Source: an optimization exercise on an open RTL-to-GDS flow (aim: small area, a short achievable clock period and few clock cycles). Production flows keep margins and buffers that such runs may drop.
Function was not checked in any run shown here: the RTL went through the layout flow alone.
Power figures rest on the tool's default switching activity, not on a simulated workload.

==> flow/design.v, too long to show whole: its modules and the start of the top module <==
// module csa_fa: 10 lines
// module booth_sel: 10 lines
// module conv3x3_mac: 8005 lines
module conv3x3_mac #(
   parameter bit RELU = 1'b0
) (
   input  logic         i_clk,
   input  logic         i_rstn,
   input  logic [9:0]   i_num_ci,
   input  logic         i_valid,
   output logic         o_ready,
   input  logic [143:0] i_window,
   input  logic [143:0] i_weight,
   input  logic [15:0]  i_bias,
   output logic         o_valid,
   input  logic         i_ready,
   output logic [15:0]  o_data
);
  // ...
==> flow/flow/run.sh <==
#!/bin/bash
# The standard layout (the standard.sh, standard synthesis unchanged), except that the
# buffers every input and output port gets are plain buf_1 cells instead of the delay-buffer
# cell buffer_ports picks by default; repair_timing still resizes them where timing needs it.
set -euo pipefail
export BUFFER_PORTS_ARGS="-buffer_cell sky130_fd_sc_hd__buf_1"
bash standard.sh finish > standard.log 2>&1
==> flow/standard.sh <==
#!/bin/bash
# synth_recipe.tcl (not shown) runs the flow's synth.tcl, then flattens the netlist and writes it again
# the make line also repeats each setting of config.mk as NAME=value (left out here)
make -C /OpenROAD-flow-scripts/flow DESIGN_CONFIG=/design/flow/config.mk WORK_HOME=/design/flow/orfs CLKGATE_MAP_FILE= SYNTH_SCRIPT=/design/flow/synth_recipe.tcl "${@:-finish}"
==> flow/config.mk <==
export PLATFORM = sky130hd
export DESIGN_NAME = conv3x3_mac
export DESIGN_NICKNAME = conv3x3_mac
export VERILOG_FILES = /design/flow/design.v
export SDC_FILE = /design/flow/constraint.sdc
export NUM_CORES = 4
export LEC_CHECK = 0
export ABC_AREA = 1
export CAP_MARGIN = 20
export CORE_MARGIN = 2
export CORE_UTILIZATION = 40
export CTS_CLUSTER_DIAMETER = 60
export CTS_CLUSTER_SIZE = 30
export SETUP_SLACK_MARGIN = 4.75
export SLEW_MARGIN = 20
export SYNTH_HIERARCHICAL = 1
export SYNTH_MINIMUM_KEEP_SIZE = 0
==> flow/constraint.sdc <==
create_clock -name core_clock -period 8.0 [get_ports {i_clk}]
set_input_delay 1.6000 -clock core_clock [delete_from_list [all_inputs] [get_ports {i_clk}]]
set_output_delay 1.6000 -clock core_clock [all_outputs]
set_load 0.01 [all_outputs]
==> summary.md, run 1 <==
| Metric | Value |
|---|---|
| Syn Std Cell Area | 79600 um2 |
| Number of non-clock inverters | 695 |
| Startpoint types | register |
| Distinct cell type count after synthesis | 42 |
| Vias in the first global route | 60500 |
| I/O pin count | 336 |
| WL met1 | 126000 um |
| Buffers on Ports | 335 |
| Compound-Gate Fraction of Synth Area | 9.50% |
| DR vias | 60300 |
| Mux contribution to synthesized area | 0.929% |
| Post-Synthesis Cells | 7520 |
| Seq Cell Count | 1075 |
| CP Buf/Inv Count | 1 |
| Min-delay src | f_p[1] |
| Crit path arrival time | 3960 ps |
| Synth Area in Adders | 34.6% |
| Pint | 22.4 mW |
| Number of multi-input logic gates | 5277 |
| Clock-pin transition on the worst setup and hold timing paths | 80 ps |
| Signal buffers | 711 |
| Detailed Route Iter0 Violations | 6698 |
| DR top layer | met5 |
| Avg WL per Cell | 31.5 um |
| Final nets | 9577 |
| CTS tree | built |
| Status | timing/DRC/antenna clean |
| Top cell by count, worst path | fa_1 |
| Total sequential power | 9.56 mW |
| Tapcells | 2640 |
| Met3 Usage GRT | 8.27% |
| Prevailing post-synth register cell | dfxtp_1 |
==> run 2, diff against run 1 <==
--- a/flow/design.v
+++ b/flow/design.v
@@ -7998,17 +7998,34 @@
          acc_s <= acc_s_d;
          acc_c <= acc_c_d;
       end
       if (!i_rstn) res_r <= 1'b0;
       else res_r <= v_t & l_t;
    end
    logic [44:0] sum;
    logic [15:0] res;
-   assign sum = acc_s + acc_c;
+   logic [44:0] pg_g, pg_p, cg, cp;
+   always_comb begin
+      pg_g = acc_s & acc_c;
+      pg_p = acc_s ^ acc_c;
+      cg = pg_g;
+      cp = pg_p;
+      for (int d = 1; d < 45; d = d * 2)
+         for (int i = 2 * d - 1; i < 45; i = i + 2 * d) begin
+            cg[i] = cg[i] | (cp[i] & cg[i - d]);
+            cp[i] = cp[i] & cp[i - d];
+         end
+      for (int d = 16; d >= 1; d = d / 2)
+         for (int i = 3 * d - 1; i < 45; i = i + 2 * d) begin
+            cg[i] = cg[i] | (cp[i] & cg[i - d]);
+            cp[i] = cp[i] & cp[i - d];
+         end
+      sum = pg_p ^ {cg[43:0], 1'b0};
+   end
    always_comb begin
       if (&sum[44:23] || ~|sum[44:23]) res = sum[23:8];
       else res = sum[44] ? 16'h8000 : 16'h7FFF;
       if (RELU && res[15]) res = 16'h0000;
    end
    assign qwr = res_r;
    logic [15:0] q [4], q_rd [4], q_nrd [4];
    logic [2:0]  qn, qn_w;
==> summary.md, run 2 <==
| Metric | Value |
|---|---|
| Die Footprint | 197000 um2 |
| Fin crit share | 50.4% |
| DR vias | 57200 (-5.1%) |
| DRT antenna net count | 0 |
| Static leakage | 35.6 nW |
| Worst hold path class | reg2reg |
| Buffers on Ports | 335 (unchanged) |
| Util after Layout | 45.4% |
| Synth-to-layout area growth | 13.0% |
| CTS Buf Count | 93 |
| Most common cell after layout, fill and taps aside | fa_1 |
| Grt total ovfl | 0 |
| Worst-path maximum fanout | 5 |
| Min cycle time layout | 4030 ps |
| Ys async rst share | 0% |
| Detailed Route Iter0 Violations | 7865 (+17%) |
| Prevailing post-synth register cell | dfxtp_1 |
| Setup-failing EPs final | 0 |
| Gpl congestion | 1.03 |
| First drt pass iteration count | 6 |
| CORE AREA | 192000 um2 |
| Final hold slack | 296 ps |
| Setup TNS | 0 ps |
| Top-count cell post-synth | fa_1 |
| Finished Layout Cells | 9818 |
| Die W | 444 um |
| Largest net degree at the start of global routing | 89 |
| Finished Cell Area | 87400 um2 |
| Multi-input combinational cell area | 51300 um2 |
| Dpl cells | 9397 |
| Fraction of layout instances using a drive strength above 1 | 10.7% |
| Synth top area share | 34.6% |
| Root buf cell | clkbuf_16 |
| Final Max Slew Viols | 0 |
| Max FFs per register | 144 |
| Pwr Total | 42.7 mW |
| Startpoint types | register |
| Yosys warning total | 10 |
| Element type at the critical path end | register |
| Initial Utilization | 40.2% |
| F_max | 248 MHz |
| Synth top area cells | fa_1, dfxtp_1, xor2_1 |
| Status | timing/DRC/antenna clean |
| Post-Syn Area per Cell | 11.1 um2 |
| Synth area leader | fa_1 |
| Most frequent cells in the layout | fa_1, xor2_1, o22ai_1 |
| Layout fillers | 17700 |
| Seq/Total Area, Yosys | 29.3% |
| Reg with most FFs | xr |
| Synthesized net count | 8704 |
| DRC | 0 |
| PwrDens | 488 nW/um2 |
| Clock sink total | 1075 |
| Skew-Pair Late Insertion Delay | 780 ps |
| DP Worst Slack | 3290 ps |
| Clock-pin transition on the worst setup and hold timing paths | 80 ps (about the same) |
| CP Data Required Time | 8480 ps |
| Placed inst area | 80500 um2 |
| H-tree Lvls | 3 |
| Final Hold Fails | 0 |
| Max-Cap Viols | 0 |
| Core Rows | 161 |
| Unrepaired setup endpoints after global routing | true |
| Setup Skew | 59.5 ps |
| Seq. cell area | 22700 um2 |
| Synth top cells by count | fa_1, xor2_1, o22ai_1, dfxtp_1, inv_1 |
| Crit path arrival time | 4510 ps (+550 ps) |
| First-pass GRT wire length | 432000 um |
| Via density | 5.82 |
| Slew HR | 26.1% |
| Distinct cell type count after synthesis | 43 (+2.4%) |
| Clk buf depth | 3 |
| Antenna violations before repair | 16 |
| Critical path class | reg2reg |
| Height of the die | 444 um |
| Post-DP HPWL | 240000 um |
| Final nets | 8953 (-6.5%) |
| Maximum vdd drop | 0.644 mV |
| WL final | 311000 um |
| Slew @ Worst Pin | 1110 ps |
| Post-route worst setup slack | 3970 ps |
| Avg WL per Cell | 31.7 um (+0.45%) |
| Post-synthesis register bit count | 1075 |
| I/O pin count | 336 (unchanged) |
| CTS Hold Buffers Added | 0 |
| EDFF count, synth | 116 |
| CTS tree | built |
| Post-Synthesis Cells | 6958 (-7.5%) |
| Syn Std Cell Area | 77400 um2 (-2.8%) |
| Vias in the first global route | 57300 (-5.2%) |
| Total GRT Usage | 30.9% |
## run 2: per-layer routing
metal	up-vias	track usage (%)	wire, um
met5	-	0	75
met4	12	20.6	26800
met1	28900	39.3	114000
li1	23400	-	-
met2	4008	46.3	134000
met3	884	8.20	35400
## run 2: cell families (layout without fill, tap and decap cells)
group | count (synthesis) | count (layout) | synth area share, %
flip-flops | 1075 | 1075 | 29.3
adder cells (fa/ha/maj) | 1428 | 1428 | 36.1
XOR/XNOR | 1254 | 1254 | 14.2
other | 0 | 5 | 0
AO/OA/AOI/OAI | 1226 | 1226 | 9.76
buffers and inverters | 1029 | 1350 | 5.05
multiplexers | 66 | 66 | 0.956
AND/OR/NAND/NOR | 880 | 888 | 4.66
## run 2: modules after synthesis, one instance, submodules excluded
| module | area, um2 | cells inside | flip-flops and latches | times used |
|---|---|---|---|---|
| conv3x3_mac | 50900 | 5637 | 1075 | 1 |
| csa_fa | 20.0 | 1 | 0 | 1321 |
## run 2: path summary, 6_finish.rpt
path / start / end / slack [ps] / depth (start not counted)
min: f_p[0] / f_p[1] / 300 / 0
max: acc_c[27] / q[0][3] / 3970 / 21
max reg2reg: acc_c[27] / q[0][3] / 3970 / 21
min reg2reg: f_p[0] / f_p[1] / 300 / 0
## run 2: worst max-delay path, cell delays in order, from the launching register on
cell      delay (ps)
edfxtp_1         420
ha_1             350
a21oi_1          270
nand2_1          100
nand2_1           60
nand2_1           60
a21oi_2          110
nand2_2           80
inv_2             80
o311ai_4          80
a31o_2           290
fa_1             470
nor2_1           100
nand3_1           90
nor4_2           230
nand4_1          180
buf_6            180
nand3_4          160
buf_6            160
nand3_1          120
nand3_1          100
nand2_1           70
## run 2: layout make-up
class,instances,area share (%)
antenna,5,0.0143
inverter,561,2.81
clock buffer,99,2.76
multi-input combinational,4862,58.7
sequential,1075,26.0
tap,2526,3.61
timing repair buffer,612,4.60
clock inverter,76,1.46
timing repair inverter,2,0.0114
## run 2: report_power, final
part | internal, mW | switching [mW] | total, mW
combinational | 11.3 | 16.6 | 27.9
sequential | 8.11 | 1.42 | 9.53
clock | 2.52 | 2.79 | 5.30
total | 21.9 | 20.8 | 42.7
## run 2: what timing repair did
| item | CTS | global route |
|---|---|---|
| endpoints found under the setup margin | 136 | 132 |
| gates cloned | 5 | 5 |
| pin swaps | 12 | 19 |
| setup buffers | 51 | 180 |
| resized for setup | 88 | 132 |
==> run 3, diff against run 2 <==
--- a/flow/config.mk
+++ b/flow/config.mk
@@ -11,7 +11,7 @@
 export CORE_UTILIZATION = 40
 export CTS_CLUSTER_DIAMETER = 60
 export CTS_CLUSTER_SIZE = 30
-export SETUP_SLACK_MARGIN = 4.75
+export SETUP_SLACK_MARGIN = 4.6
 export SLEW_MARGIN = 20
 export SYNTH_HIERARCHICAL = 1
 export SYNTH_MINIMUM_KEEP_SIZE = 0
==> summary.md, run 3 <==
| Metric | Value |
|---|---|
| Slew @ Worst Pin | 1140 ps (+35.9 ps) |
| Antenna violations before repair | 7 (-9) |
| Post-route worst setup slack | 3990 ps (+27.9 ps) |
| CTS Hold Buffers Added | 0 (unchanged) |
| Final Max Slew Viols | 0 (unchanged) |
| Distinct cell type count after synthesis | 43 (unchanged) |
| Startpoint types | register |
| Slew HR | 23.6% (-2.5 points) |
| CP peak stage delay | 550 ps (+80 ps) |
| Most common cell after layout, fill and taps aside | fa_1 |
| EDFF count, synth | 116 (unchanged) |
| Initial Utilization | 40.2% (unchanged) |
| Reg with most FFs | xr |
| CTS Buf Count | 89 (-4.3%) |
| Synth-to-layout area growth | 9.46% |
| Status | timing/DRC/antenna clean |
| Max FFs per register | 144 (unchanged) |
| Largest net degree at the start of global routing | 89 (unchanged) |
| Syn Std Cell Area | 77400 um2 (unchanged) |
| Avg WL per Cell | 32.1 um (+1.4%) |
| Skew-Pair Late Insertion Delay | 800 ps (+20 ps) |
| Critical path class | reg2reg |
| DRT antenna net count | 0 (unchanged) |
| Root buf cell | clkbuf_16 |
| Worst hold path class | reg2reg |
| CTS tree | built |
| Height of the die | 444 um (unchanged) |
| Clock-pin transition on the worst setup and hold timing paths | 100 ps (+20 ps) |
| Cells along the critical path | ha_4 > buf_4 > a21oi_2 > nand2_1 > a21oi_2 > nand2_4 > buf_6 > a21oi_4 > o311ai_4 > nand3_2 > nand2_2 > fa_2 > nand2_2 > nor3_2 > nand3_1 > nor4_2 > nand3_2 > nand3_4 > buf_12 > nand3_1 > nand2_1 > nand2_1 > nand2_1 |
| Seq/Total Area, Yosys | 29.3% (unchanged) |
| Post-DP HPWL | 238000 um (-0.66%) |
| Final hold slack | 308 ps (+12.3 ps) |
| Via density | 5.94 (+2.0%) |
| CORE AREA | 192000 um2 (unchanged) |
| Clock sink total | 1075 (unchanged) |
| Post-synthesis register bit count | 1075 (unchanged) |
| Crit path arrival time | 4610 ps (+100 ps) |
| Min cycle time layout | 4010 ps (-27.9 ps) |
| Top cell by count, worst path | nand2_1 |
| Max-Cap Viols | 0 (unchanged) |
| Die Footprint | 197000 um2 (unchanged) |
| DR vias | 57000 (-0.24%) |
| Setup Skew | 67.3 ps (+7.81 ps) |
| Grt total ovfl | 0 (unchanged) |
| Die W | 444 um (unchanged) |
| Vias in the first global route | 57300 (+0.019%) |
| Synth top area cells | fa_1, dfxtp_1, xor2_1 |
| H-tree Lvls | 3 (unchanged) |
| Top-count cell post-synth | fa_1 |
| DRC | 0 (unchanged) |
| Clk buf depth | 3 (unchanged) |
| Pwr Total | 42.5 mW (-0.50%) |
| Hold Path Stages | 0 (unchanged) |
| Prevailing post-synth register cell | dfxtp_1 |
| Buffers on Ports | 335 (unchanged) |
| First-pass GRT wire length | 431000 um (-0.22%) |
| DP Worst Slack | 3270 ps (-22.7 ps) |
| Fin crit share | 50.1% (-0.35 points) |
| M2 GR Usage | 46.0% (-0.38 points) |
| Unrepaired setup endpoints after global routing | true |
| Gpl congestion | 1.03 (+0.60%) |
| Crit-path slowest cell | fa_2 |
| Post-Synthesis Cells | 6958 (unchanged) |
| Worst-path maximum fanout | 8 (+3) |
| Synth top area share | 34.6% (unchanged) |
| First drt pass iteration count | 7 (+1) |
| Met3 Usage GRT | 8.53% (+0.32 points) |
| Layout fillers | 18000 (+1.6%) |
| F_max | 250 MHz (+0.70%) |
| Synthesized net count | 8704 (unchanged) |
| Setup-failing EPs final | 0 (unchanged) |
| Most frequent cells in the layout | fa_1, xor2_1, o22ai_1 |
| CP Data Required Time | 8600 ps (+120 ps) |
| Setup TNS | 0 ps (unchanged) |
| Static leakage | 34.8 nW (-2.4%) |
| Synth area leader | fa_1 |
| Post-Syn Area per Cell | 11.1 um2 (unchanged) |
| Total GRT Usage | 30.9% (-0.053 points) |
| Worst reg-to-reg path cell count | 23 (+9.5%) |
| WL final | 309000 um (-0.75%) |
| I/O pin count | 336 (unchanged) |
| Yosys warning total | 10 (unchanged) |
| Detailed Route Iter0 Violations | 7725 (-1.8%) |
| Met1 Use GR | 38.9% (-0.39 points) |
| Synth top cells by count | fa_1, xor2_1, o22ai_1, dfxtp_1, inv_1 |
| Final nets | 8743 (-2.3%) |
| Grt peak-use layer | met2 |
| Final Hold Fails | 0 (unchanged) |
| Core Rows | 161 (unchanged) |
| Ys async rst share | 0% (unchanged) |
| Fraction of layout instances using a drive strength above 1 | 6.63% (-4.1 points) |
| Element type at the critical path end | register |
| Maximum vdd drop | 0.792 mV (+23%) |
| PwrDens | 502 nW/um2 (+2.7%) |
run 3: layout make-up:
| type | count | area, um2 | share of cell area [%] |
|---|---|---|---|
| clock buffers | 100 | 2340 | 2.76 |
| diodes | 9 | 22.5 | 0.0266 |
| inverters | 561 | 2130 | 2.51 |
| clock inverters | 66 | 1030 | 1.22 |
| repair buffers | 408 | 1860 | 2.19 |
| flip-flops and latches | 1075 | 22700 | 26.8 |
| multi-input cells | 4862 | 51500 | 60.7 |
| well taps | 2526 | 3160 | 3.73 |
run 3: worst paths after layout:
path | to | slack [ps] | startpoint
setup / recovery | q[0][6] | 3990 | acc_s[11]
hold / removal | p0_16_22 | 310 | br[8]
setup reg to reg | q[0][6] | 3990 | acc_s[11]
hold reg to reg | p0_16_22 | 310 | br[8]
run 3: stage by stage:
stage,util (%),area (um2),cells
finish,44.0,84700,9607
global route,44.0,84700,9602
CTS,43.9,84400,9592
detailed placement,41.8,80500,9401
global placement,41.8,80500,9401
floorplan,-,77500,6958
run 3: what timing repair did:
item,4_1_cts,5_1_grt
setup buffers,17,6
resized for setup,62,68
cloned,8,0
setup endpoints to repair,64,89
pin swaps,43,28
run 3: cells by family (layout without fill, tap and decap cells):
| logic type | after synthesis | after routing | share of synthesized area [%] |
|---|---|---|---|
| compound gates | 1226 | 1226 | 9.76 |
| xor+xnor | 1254 | 1254 | 14.2 |
| fa+ha+maj | 1428 | 1428 | 36.1 |
| buf+inv | 1029 | 1135 | 5.05 |
| flops | 1075 | 1075 | 29.3 |
| mux | 66 | 66 | 0.956 |
| other cells | 0 | 9 | 0 |
| simple gates | 880 | 888 | 4.66 |
run 3: per-module statistics from Yosys, one instance, submodules excluded:
module       cell area (um2)  flops+latches
conv3x3_mac            50900           1075
csa_fa                  20.0              0
run 3: worst max-delay path: cells and delay by family, from the launching register on:
kind	cells	cell delay, ps
flip-flops	1	440
AND/OR/NAND/NOR	14	1530
buffers and inverters	3	430
AO/OA/AOI/OAI	4	620
adder cells (fa/ha/maj)	2	820
run 3: per-layer routing:
layer	vias up	part of all wire [%]	routed length, um
met4	6	9.2	28300
met2	4116	43	132000
met3	915	12	35700
li1	22900	-	-
met1	29100	36	113000
met5	-	0.014	42
run 3: power by group:
part / switching [mW] / internal, mW / leakage, nW
clock network: 2.56 / 2.43 / 1.61
logic: 16.8 / 11.2 / 24.0
registers: 1.40 / 8.11 / 9.13

[port drivers added, routing unchanged]
No port has a modelled driver above. Below, the same layouts with a new extraction and two added sets of constraints.
Step 1 (the two cells are an assumption about what drives the block):
set clk [get_ports {i_clk}]
set_driving_cell -lib_cell sky130_fd_sc_hd__clkbuf_16 $clk
set_driving_cell -lib_cell sky130_fd_sc_hd__buf_2 [delete_from_list [all_inputs] $clk]
Step 2 adds t to the input delays and takes it off the output delays; t is the mean of the earliest and latest rising clock arrival at the registers after step 1. Input paths then give back, and output paths get back, about the clock's delay inside the block.
a / b / c = ideal ports / drivers / drivers and shift; a / b = the first two.
run | t, ns | setup WS [ns] | hold slack, ns | worst setup path after step 2 | slew at the worst register clock pin (ns)
run 1 | 0.851 | 4.701 / 4.701 / 4.260 | 0.329 / 0.329 / 0.329 | input to register | 0.09 / 0.09
run 2 | 0.845 | 3.966 / 3.966 / 3.966 | 0.296 / 0.296 / 0.296 | register to register | 0.10 / 0.10
run 3 | 0.849 | 3.994 / 3.994 / 3.994 | 0.308 / 0.308 / 0.308 | register to register | 0.11 / 0.11
After both steps every run listed still meets setup and hold. For run 1, which loses most, drivers alone change the setup slack by 0.000 ns; drivers and shift together by -0.441 ns.
